Source: an optimization exercise on an open RTL-to-GDS flow (aim: small area). Production flows keep margins and buffers that such runs may drop. Function was checked by simulation only, so behaviour that the tests miss may differ from the original. Power is estimated from default activity; no workload was simulated.

[design/flow/config.mk]
export PLATFORM = sky130hd
export DESIGN_NAME = fireCore
export DESIGN_NICKNAME = fireCore
export VERILOG_FILES = /design/flow/design.v
export SDC_FILE = /design/flow/constraint.sdc
export NUM_CORES = 4
export LEC_CHECK = 0
export CAP_MARGIN = 20
export CORE_MARGIN = 2
export CORE_UTILIZATION = 60
export SLEW_MARGIN = 20
[design/flow/constraint.sdc]
create_clock -name core_clock -period 10.0 [get_ports {clock}]
set_input_delay 2.0000 -clock core_clock [delete_from_list [all_inputs] [get_ports {clock}]]
set_output_delay 2.0000 -clock core_clock [all_outputs]
set_load 0.01 [all_outputs]
[design/flow/design.v]
`timescale 1ns/1ps
package corePkg;
    localparam int xlen = 32;
    localparam int regAddrW = 5;
    typedef logic [xlen-1:0] word_t;
    typedef logic [regAddrW-1:0] regIdx_t;
    typedef enum logic [6:0] {
        opLui    = 7'b0110111,
        opOpImm  = 7'b0010011,
        opOp     = 7'b0110011,
        opLoad   = 7'b0000011,
        opStore  = 7'b0100011,
        opBranch = 7'b1100011,
        opJal    = 7'b1101111,
        opOther  = 7'b0000000
    } opcode_t;
    typedef enum logic [1:0] {
        aluAdd,
        aluSub,
        aluPassB
    } aluOp_t;
    typedef enum logic [1:0] {
        resAlu,
        resMem,
        resPcPlus4
    } resultSrc_t;
    typedef struct packed {
        word_t      pc;
        word_t      rs1Val;
        word_t      rs2Val;
        word_t      imm;
        regIdx_t    rd;
        aluOp_t     aluOp;
        logic       aluSrcImm;
        resultSrc_t resultSrc;
        logic       regWrite;
        logic       memRead;
        logic       memWrite;
        logic       isBranch;
        logic       branchOnEqual;
        logic       isJal;
    } decoded_t;
endpackage
`timescale 1ns/1ps
`timescale 1ns/1ps
`timescale 1ns/1ps
`timescale 1ns/1ps
`timescale 1ns/1ps
`timescale 1ns/1ps
module fireCore #(
    parameter corePkg::word_t resetVector = 32'h0000_0000
) (
    input  logic           clock,
    input  logic           rst,
    output logic           arvalid,
    output corePkg::word_t araddr,
    input  logic           arready,
    input  logic           rvalid,
    input  corePkg::word_t rdata,
    output logic           rready,
    output logic           awvalid,
    output corePkg::word_t awaddr,
    input  logic           awready,
    output logic           wvalid,
    output corePkg::word_t wdata,
    input  logic           wready,
    input  logic           bvalid,
    output logic           bready
);
    localparam logic [2:0] stExec  = 3'd0;  
    localparam logic [2:0] stLoad  = 3'd1;  
    localparam logic [2:0] stSdata = 3'd2;  
    localparam logic [2:0] stCopy  = 3'd3;  
    localparam logic [2:0] stInit  = 3'd4;  
    logic [4:0]     cnt;
    logic [2:0]     state;
    logic           runQ;
    logic           arvQ;
    logic           awvQ;
    logic           wvQ;
    corePkg::word_t busR;
    corePkg::word_t nextPc;
    logic           aluCy;
    logic           incCy;
    logic           eqQ;
    logic [4:0]     rdSave;
    logic           rdOk;
    logic [6:0] opcode;
    logic [2:0] funct3;
    logic [6:0] funct7;
    logic [4:0] rdIdx;
    logic [4:0] rs1Idx;
    logic [4:0] rs2Idx;
    logic       isLui;
    logic       isAddi;
    logic       isAdd;
    logic       isSub;
    logic       isLw;
    logic       isSw;
    logic       isBr;
    logic       isBeq;
    logic       isJal;
    assign opcode = rdata[6:0];
    assign rdIdx  = rdata[11:7];
    assign funct3 = rdata[14:12];
    assign rs1Idx = rdata[19:15];
    assign rs2Idx = rdata[24:20];
    assign funct7 = rdata[31:25];
    assign isLui  = (opcode == 7'b0110111);
    assign isAddi = (opcode == 7'b0010011) && (funct3 == 3'b000);
    assign isAdd  = (opcode == 7'b0110011) && (funct3 == 3'b000) && (funct7 == 7'b0000000);
    assign isSub  = (opcode == 7'b0110011) && (funct3 == 3'b000) && (funct7 == 7'b0100000);
    assign isLw   = (opcode == 7'b0000011) && (funct3 == 3'b010);
    assign isSw   = (opcode == 7'b0100011) && (funct3 == 3'b010);
    assign isBr   = (opcode == 7'b1100011) && (funct3[2:1] == 2'b00);
    assign isBeq  = !funct3[0];
    assign isJal  = (opcode == 7'b1101111);
    logic c0;
    logic c31;
    logic precond;
    logic active;
    logic passEnd;
    assign c0  = (cnt == 5'd0);
    assign c31 = (cnt == 5'd31);
    always_comb begin
        case (state)
            stExec:         precond = rvalid && rdOk;
            stLoad:         precond = rvalid;
            stSdata:        precond = !(awvQ && !awready);
            default:        precond = !(wvQ && !wready);
        endcase
    end
    assign active  = c0 ? precond : runQ;
    assign passEnd = active && c31;
    logic [31:0] rfOut;
    logic        rs1Bit;
    logic        rs2Bit;
    logic        wrEn;
    logic [4:0]  wrIdx;
    logic        wrBit;
    assign rfOut[0] = 1'b0;
    for (genvar r = 1; r < 32; r++) begin : gReg
        logic [31:0] ring;
        always_ff @(posedge clock) begin
            ring <= {(wrEn && wrIdx == 5'(r)) ? wrBit : ring[0], ring[31:1]};
        end
        assign rfOut[r] = ring[0];
    end
    assign rs1Bit = rfOut[rs1Idx];
    assign rs2Bit = rfOut[rs2Idx];
    logic [15:0] lowField;
    logic        m32;
    logic        m12;
    logic        m5;
    logic        lo12;
    logic        lo5;
    logic        immBit;
    logic        rdBit;
    assign lowField = {{4{rdata[31]}}, rdata[31:20]};
    assign m32  = rdata[cnt];
    assign m12  = lowField[cnt[3:0]];
    assign m5   = rdata[5'd7 + {2'b00, cnt[2:0]}];
    assign lo12 = (cnt < 5'd12);
    assign lo5  = (cnt < 5'd5);
    always_comb begin
        if (isLui) begin
            immBit = lo12 ? 1'b0 : m32;
        end else if (isJal) begin
            if (cnt == 5'd0)       immBit = 1'b0;
            else if (cnt < 5'd11)  immBit = m12;
            else if (cnt == 5'd11) immBit = rdata[20];
            else if (cnt < 5'd20)  immBit = m32;
            else                   immBit = rdata[31];
        end else if (opcode[5] && !opcode[4] && !opcode[2]) begin
            if (cnt == 5'd0)       immBit = !opcode[6] && rdata[7];
            else if (lo5)          immBit = m5;
            else if (cnt == 5'd11) immBit = opcode[6] ? rdata[7] : rdata[31];
            else if (lo12)         immBit = m12;
            else                   immBit = rdata[31];
        end else begin
            immBit = lo12 ? m12 : rdata[31];
        end
    end
    assign rdBit = (state == stExec) ? immBit : m32;
    logic pcBit;
    logic opA;
    logic opB;
    logic cin;
    logic sum;
    logic incBit;
    logic eqAll;
    logic taken;
    logic busIn;
    logic execWrite;
    assign pcBit = busR[0];
    assign opA = (isJal || isBr) ? pcBit : (isLui ? 1'b0 : rs1Bit);
    assign opB = ((isAdd || isSub) ? rs2Bit : rdBit) ^ isSub;
    assign cin = c0 ? isSub : aluCy;
    assign sum = opA ^ opB ^ cin;
    assign incBit = pcBit ^ incCy;
    assign eqAll = (c0 || eqQ) && (rs1Bit == rs2Bit);
    assign taken = isBr && (eqAll == isBeq);
    assign execWrite = isLui || isAddi || isAdd || isSub || isJal;
    always_comb begin
        wrIdx = rdSave;
        wrBit = sum;
        wrEn  = 1'b0;
        busIn = nextPc[0];
        case (state)
            stExec: begin
                wrBit = isJal ? incBit : sum;
                wrEn  = active && execWrite;
                busIn = (isJal || isBr || isLw || isSw) ? sum : incBit;
            end
            stLoad: begin
                wrBit = rdBit;
                wrEn  = active;
            end
            stSdata: busIn = rs2Bit;
            stInit:  busIn = resetVector[cnt];
            default: ;
        endcase
    end
    always_ff @(posedge clock) begin
        aluCy <= (opA & opB) | (opA & cin) | (opB & cin);
        incCy <= (cnt == 5'd1) || (incCy && pcBit && !c31);
        eqQ   <= eqAll;
        nextPc <= {(state == stExec && active) ? incBit : nextPc[0], nextPc[31:1]};
        if (active) begin
            busR <= {busIn, busR[31:1]};
        end
        if (state == stExec && !active) begin
            rdSave <= rdIdx;
        end
        rdOk <= rvalid;
    end
    always_ff @(posedge clock) begin
        if (rst) begin
            cnt   <= 5'd0;
            state <= stInit;
            runQ  <= 1'b0;
            arvQ  <= 1'b0;
            awvQ  <= 1'b0;
            wvQ   <= 1'b0;
        end else begin
            cnt  <= cnt + 5'd1;
            runQ <= active;
            if (arvQ && arready) arvQ <= 1'b0;
            if (awvQ && awready) awvQ <= 1'b0;
            if (wvQ && wready)   wvQ  <= 1'b0;
            if (passEnd) begin
                case (state)
                    stExec: begin
                        if (isLw) begin
                            arvQ  <= 1'b1;
                            state <= stLoad;
                        end else if (isSw) begin
                            awvQ  <= 1'b1;
                            state <= stSdata;
                        end else if (isBr && !taken) begin
                            state <= stCopy;
                        end else begin
                            arvQ  <= 1'b1;
                            state <= stExec;
                        end
                    end
                    stSdata: begin
                        wvQ   <= 1'b1;
                        state <= stCopy;
                    end
                    default: begin
                        arvQ  <= 1'b1;
                        state <= stExec;
                    end
                endcase
            end
        end
    end
    assign rready  = passEnd && (state == stLoad || state == stSdata
                                 || (state == stExec && !isSw));
    assign arvalid = arvQ;
    assign awvalid = awvQ;
    assign wvalid  = wvQ;
    assign araddr  = busR;
    assign awaddr  = busR;
    assign wdata   = busR;
    assign bready  = 1'b1;
endmodule
[design/flow/flow/run.sh]
#!/bin/bash
set -euo pipefail
export AREA_ABC_SCRIPT="$PWD/flow/area.abc"
bash standard.sh \
  "SYNTH_SCRIPT=$PWD/flow/area_synth.tcl" \
  "BUFFER_PORTS_ARGS=-buffer_cell sky130_fd_sc_hd__buf_1" \
  "CTS_ARGS=-sink_clustering_enable -repair_clock_nets -dont_use_dummy_load -buf_list {sky130_fd_sc_hd__clkbuf_8} -sink_clustering_size 22 -sink_clustering_max_diameter 60 -tree_buf sky130_fd_sc_hd__clkbuf_4 -root_buf sky130_fd_sc_hd__clkbuf_4" \
  finish > make.log 2>&1
tail -n 20 make.log
[design/flow/flow/area.abc]
strash
dc2
dch -f
amap
topo
[design/flow/flow/area_synth.tcl]
proc synth {args} { yosys synth -nofsm -noshare {*}$args }
proc abc {args} {
  set i [lsearch -exact $args -script]
  if { $i >= 0 && [string match *abc_speed.script [lindex $args [expr {$i + 1}]]] } {
    lset args [expr {$i + 1}] $::env(AREA_ABC_SCRIPT)
  }
  yosys abc {*}$args
}
source $::env(SCRIPTS_DIR)/synth.tcl
# left out here: clear keep_hierarchy, flatten, clean up, hide names made inside functions, write 1_2_yosys.v
[design/flow/standard.sh]
#!/bin/bash
# synth_recipe.tcl (not shown) runs the flow's synth.tcl, then flattens the netlist and writes it again
# the make line also repeats each setting of config.mk as NAME=value (left out here)
make -C /OpenROAD-flow-scripts/flow DESIGN_CONFIG=/design/flow/config.mk WORK_HOME=/design/flow/orfs CLKGATE_MAP_FILE= SYNTH_SCRIPT=/design/flow/synth_recipe.tcl "${@:-finish}"
==> run notes, run 1 <==
ANT nets after route=0; CP Class=in2reg; met2 Use GR=0.238; RSZ-0062 raised after global routing=no; post-synth net total=about 1600; outcome=timing/DRC/antenna clean; gr busiest metal=met2; die area=between 40000 and 50000 um2; Initial Utilization=0.605; Comb pwr share=0.037; final setup fails=0; syn_area_per_cell=around 16 um2; Hold Vio Cnt, Final=0; GRT Util Overall=0.160; wire per inst=15.3 um; Clock Pin Slew Worst Setup and Hold Paths=120 ps; pin count of the biggest net entering global routing=34; final wirelength=~34 mm; Root Buffer=clkbuf_4; reg-to-reg slack, setup=5070 ps; Yosys top cell area share=0.849; dominant cells by area after synthesis=dfxtp_1 85%, edfxtp_1 4.5%, buf_4 2.0%; internal power=4920 uW; Syn-to-layout area delta=6.03%; clock sink total=1077; clock share of power=0.255; CTS resizes=0; H-tree levels=2; Row Count=74; core area=40600 um2; wire length of the first global-routing pass=51.2 mm; power per cell area=approximately 240 nW/um2; vias in the first global route=9584; most frequent cells in the layout=1040 x dfxtp_1, 137 x buf_1, 107 x nor2_1; Sw Pwr=1300 uW; Final Cell Area=26000 um2; M3 GR Usage=0.0396; IO Port Bufs=137; fill cell count=about 3000; # IOs=140; Least-Margin Pin Slew=812 ps; Req. time, crit path=around 11000 ps; Synth Register Bits=1077; Routability Congestion=0.853; Mapped Area=24500 um2; top cell type by total area after synthesis=dfxtp_1; Post-DP Area=approximately 25000 um2; CP startpoint kind=primary input; drt drc=0; Fmax=171 MHz; initial antenna violation count=4; Unique masters post-synth=40; CP Data Arrival Time=6530 ps; commonest non-fill, non-tap cell in the layout=dfxtp_1; post-synthesis sequential area ratio=0.894; clk latency of the worst-skew pair=910 ps; Die H=206 um; number of setup buffers added after CTS=0; hpwl dp=22.2 mm; Max Cap Viol=0; Pins Over Slew Limit=0; cts hold-fix bufs=0; First DRT Iteration DRCs=511; die width=206 um; Nets=1711; crit end category=flip-flop; dpl cells=2138; sequential share of power=0.708; Yosys warning count=1; Non-Filler Instances=2202; CTS tree=built; Num CTS Buffers=57; period utilisation layout=0.586; Post-Route Setup TNS=0 ps; vias=10400; Sw Share=0.209; grt ovf=0; met1 GRT Util=0.223; drt pass-1 iters=4; CP max FO=31; final setup skew=182 ps; fin crit period=5860 ps; synthesized instance count=1532; Slew headroom=0.458; DR vias/cell=around 4.7; share of cells above drive strength 1=0.0367; worst min path class=reg2reg; IR drop worst, VDD=174 uV; Clock Tree Buf Depth=3; Lkg Pwr=0.00990 uW
## cells in the mapped netlist
master	number
a31oi_1	8
a221oi_1	5
o2111a_1	1
o32ai_1	4
fa_1	1
o41ai_1	1
nand2_1	15
a21oi_1	43
nor2b_1	8
ha_1	5
o221a_1	2
nand2b_1	1
o21bai_1	1
nor3_1	16
nor2_1	107
o311ai_0	2
o22ai_1	10
or2_0	4
edfxtp_1	37
a311oi_1	4
nor4_1	7
a22oi_1	3
a222oi_1	2
o221ai_1	31
a21o_1	1
o22a_1	1
dfxtp_1	1040
or3b_1	1
conb_1	1
a32oi_1	2
clkinv_1	51
a22o_1	3
o211ai_1	1
a211oi_1	2
o31ai_1	1
buf_4	66
nand4_1	12
or3_1	7
nand3_1	13
o21ai_0	12
## power groups by stage
stage | registers (uW) | clock network [uW] | logic, uW
floorplan | 4500 | 0 | 188
global placement | 4500 | 0 | 232
detailed placement | 4500 | 0 | 230
CTS | 4400 | 1660 | 230
global route | 4410 | 1800 | 259
finish | 4400 | 1590 | 227
## logic make-up after synthesis
logic type,synth area share
and+or+nand+nor,0.0349
DFF,0.894
other,0.000153
adders and majority gates,0.00337
AOI/OAI and AO/OA,0.0397
buffers and inverters,0.0280
## flip-flops by register name, indices dropped and copies added, names as in the netlist
signal     flops
state          3
eqQ            1
cnt            5
wvQ            1
arvQ           1
awvQ           1
gReg.ring    992
rdSave         5
busR          32
runQ           1
aluCy          1
rdOk           1
incCy          1
nextPc        32
## critical path, stage by stage
cell and delay, ps:
buf_1 500, clkinv_1 580, nor2_1 220, o32ai_1 130, nor3_1 170, nor4_1 80, o21ai_0 230, o221ai_1 160
o221ai_1 90, o2111a_1 210, a31oi_1 40, or3_1 370, a21oi_1 140, a311oi_1 70, fa_1 560, o22ai_1 100
a222oi_1 340, buf_4 370, a21oi_1 120
## final cells by class
cell class	instances	area, um2	share of cell area
sequential	1077	21900	0.843
multi-input combinational	338	1920	0.0736
antenna	6	15.0	0.000577
tap	532	666	0.0256
inverter	51	191	0.00736
timing repair buffer	141	542	0.0208
clock buffer	57	753	0.0290
## per-stage QoR
step / hold WS [ps] / utilization / total power, uW / setup slack, ps
floorplan: 310 / - / 4690 / 3250
global placement: 310 / 0.622 / 4730 / 3360
detailed placement: 312 / 0.622 / 4730 / 3300
CTS: 219 / 0.641 / 6300 / 4070
global route: 214 / 0.641 / 6470 / 3760
finish: 225 / 0.641 / 6210 / 4140
## path summary, 6_finish.rpt
kind | from | endpoint | depth (start not counted)
setup reg to reg | cnt[1] | gReg[28].ring[31] | 18
hold / removal | gReg[6].ring[6] | gReg[6].ring[5] | 0
setup / recovery | rdata[22] | gReg[28].ring[31] | 19
hold reg to reg | gReg[6].ring[6] | gReg[6].ring[5] | 0
## routing by layer
layer | up-vias | share of wire | wire length, um
met5 | - | 0.00038 | 13
met4 | 2 | 0.041 | 1380
met2 | 274 | 0.42 | 14100
met1 | 4890 | 0.48 | 16400
li1 | 5175 | - | -
met3 | 93 | 0.056 | 1890
==> run 2: changes to the inputs <==
--- a/design/flow/design.v
+++ b/design/flow/design.v
@@ -76,7 +76,8 @@
     logic [2:0]     state;
     logic           runQ;
-    logic           arvQ;
-    logic           awvQ;
-    logic           wvQ;
+    logic           reqQ;
+    logic           arReq;
+    logic           awReq;
+    logic           wReq;
     corePkg::word_t busR;
     corePkg::word_t nextPc;
@@ -127,6 +128,6 @@
             stExec:         precond = rvalid && rdOk;
             stLoad:         precond = rvalid;
-            stSdata:        precond = !(awvQ && !awready);
-            default:        precond = !(wvQ && !wready);
+            stSdata:        precond = !(reqQ && !awready);
+            default:        precond = !(reqQ && !wready);
         endcase
     end
@@ -240,35 +241,33 @@
             state <= stInit;
             runQ  <= 1'b0;
-            arvQ  <= 1'b0;
-            awvQ  <= 1'b0;
-            wvQ   <= 1'b0;
+            reqQ  <= 1'b0;
         end else begin
             cnt  <= cnt + 5'd1;
             runQ <= active;
-            if (arvQ && arready) arvQ <= 1'b0;
-            if (awvQ && awready) awvQ <= 1'b0;
-            if (wvQ && wready)   wvQ  <= 1'b0;
+            if ((arReq && arready) || (awReq && awready) || (wReq && wready)) begin
+                reqQ <= 1'b0;
+            end
             if (passEnd) begin
                 case (state)
                     stExec: begin
                         if (isLw) begin
-                            arvQ  <= 1'b1;
+                            reqQ  <= 1'b1;
                             state <= stLoad;
                         end else if (isSw) begin
-                            awvQ  <= 1'b1;
+                            reqQ  <= 1'b1;
                             state <= stSdata;
                         end else if (isBr && !taken) begin
                             state <= stCopy;
                         end else begin
-                            arvQ  <= 1'b1;
+                            reqQ  <= 1'b1;
                             state <= stExec;
                         end
                     end
                     stSdata: begin
-                        wvQ   <= 1'b1;
+                        reqQ  <= 1'b1;
                         state <= stCopy;
                     end
                     default: begin
-                        arvQ  <= 1'b1;
+                        reqQ  <= 1'b1;
                         state <= stExec;
                     end
@@ -279,7 +278,10 @@
     assign rready  = passEnd && (state == stLoad || state == stSdata
                                  || (state == stExec && !isSw));
-    assign arvalid = arvQ;
-    assign awvalid = awvQ;
-    assign wvalid  = wvQ;
+    assign arReq   = reqQ && (state == stExec || state == stLoad);
+    assign awReq   = reqQ && (state == stSdata);
+    assign wReq    = reqQ && (state == stCopy);
+    assign arvalid = arReq;
+    assign awvalid = awReq;
+    assign wvalid  = wReq;
     assign araddr  = busR;
     assign awaddr  = busR;
==> run notes, run 2 <==
sequential share of power=0.710 (+0.002); First DRT Iteration DRCs=526 (+2.9%); CP max FO=20 (-35%); Comb pwr share=0.036 (about the same); Post-Route Setup TNS=0 ps (unchanged); Pins Over Slew Limit=0 (unchanged); vias=10300 (-1.2%); Syn-to-layout area delta=5.94% (about the same); async set-reset flop share out of synthesis=0 (unchanged); crit end category=primary output; Row Count=74 (unchanged); die width=206 um (about the same); Nets=1708 (-0.18%); wire per inst=15.3 um (-0.32%); worst min path class=reg2reg; Sw Pwr=1290 uW (-0.47%); core area=40600 um2 (unchanged); Lkg Pwr=0.00988 uW (-0.24%); Sw Share=0.209 (about the same); Top FF cell, synth=dfxtp_1; commonest non-fill, non-tap cell in the layout=dfxtp_1; Req. time, crit path=8000 ps (-2670 ps); period utilisation layout=0.624 (+0.0383); final setup skew=163 ps (-18.8 ps); IR drop worst, VDD=178 uV (+2.5%); Largest Register=gReg.ring; Die H=206 um (about the same); H-tree levels=2 (unchanged); dominant cells by area after synthesis=dfxtp_1 85%, edfxtp_1 4.5%, buf_4 2.0%; RSZ-0062 raised after global routing=no; vias in the first global route=9453 (-1.4%); Initial Utilization=0.604 (-0.000956); number of setup buffers added after CTS=0 (unchanged); Num CTS Buffers=56 (-1.8%); DR vias/cell=4.69 (-1.0%); die area=42500 um2 (-0.16%); share of cells above drive strength 1=0.0349 (-0.00174); Synth Register Bits=1075 (-0.19%); number of enable flip-flop cells after synthesis=37 (unchanged); clk latency of the worst-skew pair=900 ps (about the same); syn_area_per_cell=16.0 um2 (-0.16%); most frequent cell after synthesis=dfxtp_1; drt pass-1 iters=8 (+4); top cells by count, synth=1038 x dfxtp_1, 112 x nor2_1, 66 x buf_4; IO Port Bufs=137 (unchanged); fin crit period=6240 ps (+383 ps); fill cell count=2925 (-1.6%); GRT Util Overall=0.159 (-0.000724); internal power=4900 uW (-0.37%); initial antenna violation count=1 (-3); Slew headroom=0.420 (-0.0389); grt ovf=0 (unchanged); largest registers=gReg.ring: 992 flops, busR: 32 flops, nextPc: 32 flops; Post-DP Area=25200 um2 (-0.18%); CP startpoint kind=flip-flop; ANT nets after route=0 (unchanged); wire length of the first global-routing pass=51.0 mm (-0.30%); Unique masters post-synth=44 (+10%); CP Data Arrival Time=4240 ps (-2290 ps); CP Class=reg2out; Clock Tree Buf Depth=3 (unchanged); clock share of power=0.254 (about the same); Routability Congestion=0.818 (-4.0%); Final Cell Area=25900 um2 (-0.25%); Hold Vio Cnt, Final=0 (unchanged); # IOs=140 (unchanged); cts hold-fix bufs=0 (unchanged); final wirelength=33.6 mm (-0.46%); Yosys top cell area share=0.848 (about the same); CTS resizes=0 (unchanged); reg-to-reg slack, setup=4630 ps (-440 ps); Root Buffer=clkbuf_4; pin count of the biggest net entering global routing=35 (+2.9%); Clock Pin Slew Worst Setup and Hold Paths=110 ps (about the same); CTS tree=built; top cell type by total area after synthesis=dfxtp_1; Mapped Area=24500 um2 (-0.16%); synthesized instance count=1532 (unchanged); clock sink total=1075 (-0.19%); Fmax=160 MHz (-6.1%); drt drc=0 (unchanged); Yosys warning count=1 (unchanged); hpwl dp=22.1 mm (-0.75%); most frequent cells in the layout=1038 x dfxtp_1, 137 x buf_1, 112 x nor2_1; Least-Margin Pin Slew=859 ps (+46.3 ps); Largest register FFs=992 (unchanged); Max Cap Viol=0 (unchanged); post-synth net total=1577 (unchanged); post-synthesis sequential area ratio=0.894 (about the same); outcome=timing/DRC/antenna clean; power per cell area=238 nW/um2 (-0.14%); final setup fails=0 (unchanged)
[run 2: changes by cell type after synthesis, sizes merged, moves of 3 or more]
| cell | change |
|---|---|
| nor2b | -4 |
| nor2 | +5 |
| o21ai | +4 |
| a21oi | -8 |
| a31oi | +3 |
| clkinv | -3 |
| nand2 | +3 |
[run 2: layout make-up]
type | count | area (um2) | area share
Timing Repair Buffer | 139 | 529 | 0.0204
Inverter | 48 | 180 | 0.00694
Antenna cell | 6 | 15.0 | 0.000579
Sequential cell | 1075 | 21900 | 0.844
Multi-Input combinational cell | 343 | 1930 | 0.0743
Clock buffer | 56 | 739 | 0.0285
Tap cell | 532 | 666 | 0.0257
[run 2: cell families after synthesis]
group,share of synthesized area
flip-flops,0.894
AND/OR/NAND/NOR,0.0367
AO/OA/AOI/OAI,0.0385
buffers and inverters,0.0276
adder cells (fa/ha/maj),0.00337
other,0.000153
[run 2: stage by stage]
stage	cells	util	power [uW]	setup slack (ps)	hold WS, ps
final	2199	0.640	6190	3760	221
after detailed placement	2137	0.621	4720	3260	312
after global placement	2137	0.621	4720	3330	310
after floorplan	1532	-	4680	3180	310
after global routing	2195	0.640	6450	3310	217
after CTS	2193	0.639	6270	3650	206
[run 2: worst paths after layout]
kind                    start                end  cells past startpoint
max reg2reg            cnt[0]  gReg[18].ring[31]                     18
max                    cnt[0]             rready                      9
min          gReg[17].ring[1]   gReg[17].ring[0]                      0
min reg2reg  gReg[17].ring[1]   gReg[17].ring[0]                      0
[run 2: power groups by stage]
stage               combinational, uW  clock, uW  sequential [uW]
finish                            224       1570             4390
global route                      256       1790             4400
CTS                               226       1650             4400
detailed placement                226          0             4490
global placement                  228          0             4490
floorplan                         187          0             4490
[run 2: metal layers]
metal / vias up / track usage / wire (um) / share of wire
met5: - / 0 / 0 / 0
met4: 0 / 0.0628 / 1010 / 0.030
met3: 66 / 0.0319 / 1750 / 0.052
met2: 276 / 0.236 / 14000 / 0.42
met1: 4793 / 0.230 / 16900 / 0.50
li1: 5178 / - / - / -
[run 2: worst max-delay path, cell delays in order (launching register included)]
cell,delay (ps)
dfxtp_1,800
clkinv_1,720
ha_1,430
and3_1,320
o21ai_0,120
o21ai_0,220
nor2_1,270
clkinv_1,150
a211oi_1,260
buf_1,190

## separate check: timing with driven ports
Ports are ideal in the flow. The routed layouts listed here were re-timed in OpenROAD. Step 1 sets driving cells, clkbuf_16 on the clock port and buf_2 on the other inputs (assumed; they add their load-dependent delay and slew). Step 2, shift: input delay + t, output delay - t, t = (earliest + latest rising clock arrival at the registers) / 2. This alone moves slack from input paths to output paths. Slacks: no drivers / after step 1 / after step 2; pairs: no drivers / after step 1.
run | shift t [ns] | setup slack, ns | worst hold slack (ns) | latest minus earliest clock arrival (ns) | cell pins on the clock port's net
run 1 | 0.872 | 4.140 / 4.098 / 3.226 | 0.225 / 0.225 / 0.225 | 0.182 / 0.182 | 1
run 2 | 0.865 | 3.757 / 3.712 / 3.079 | 0.221 / 0.221 / 0.221 | 0.164 / 0.164 | 1
After both steps every run listed still meets setup and hold. For run 1, which loses most, drivers alone change the setup slack by -0.042 ns; drivers and shift together by -0.914 ns.
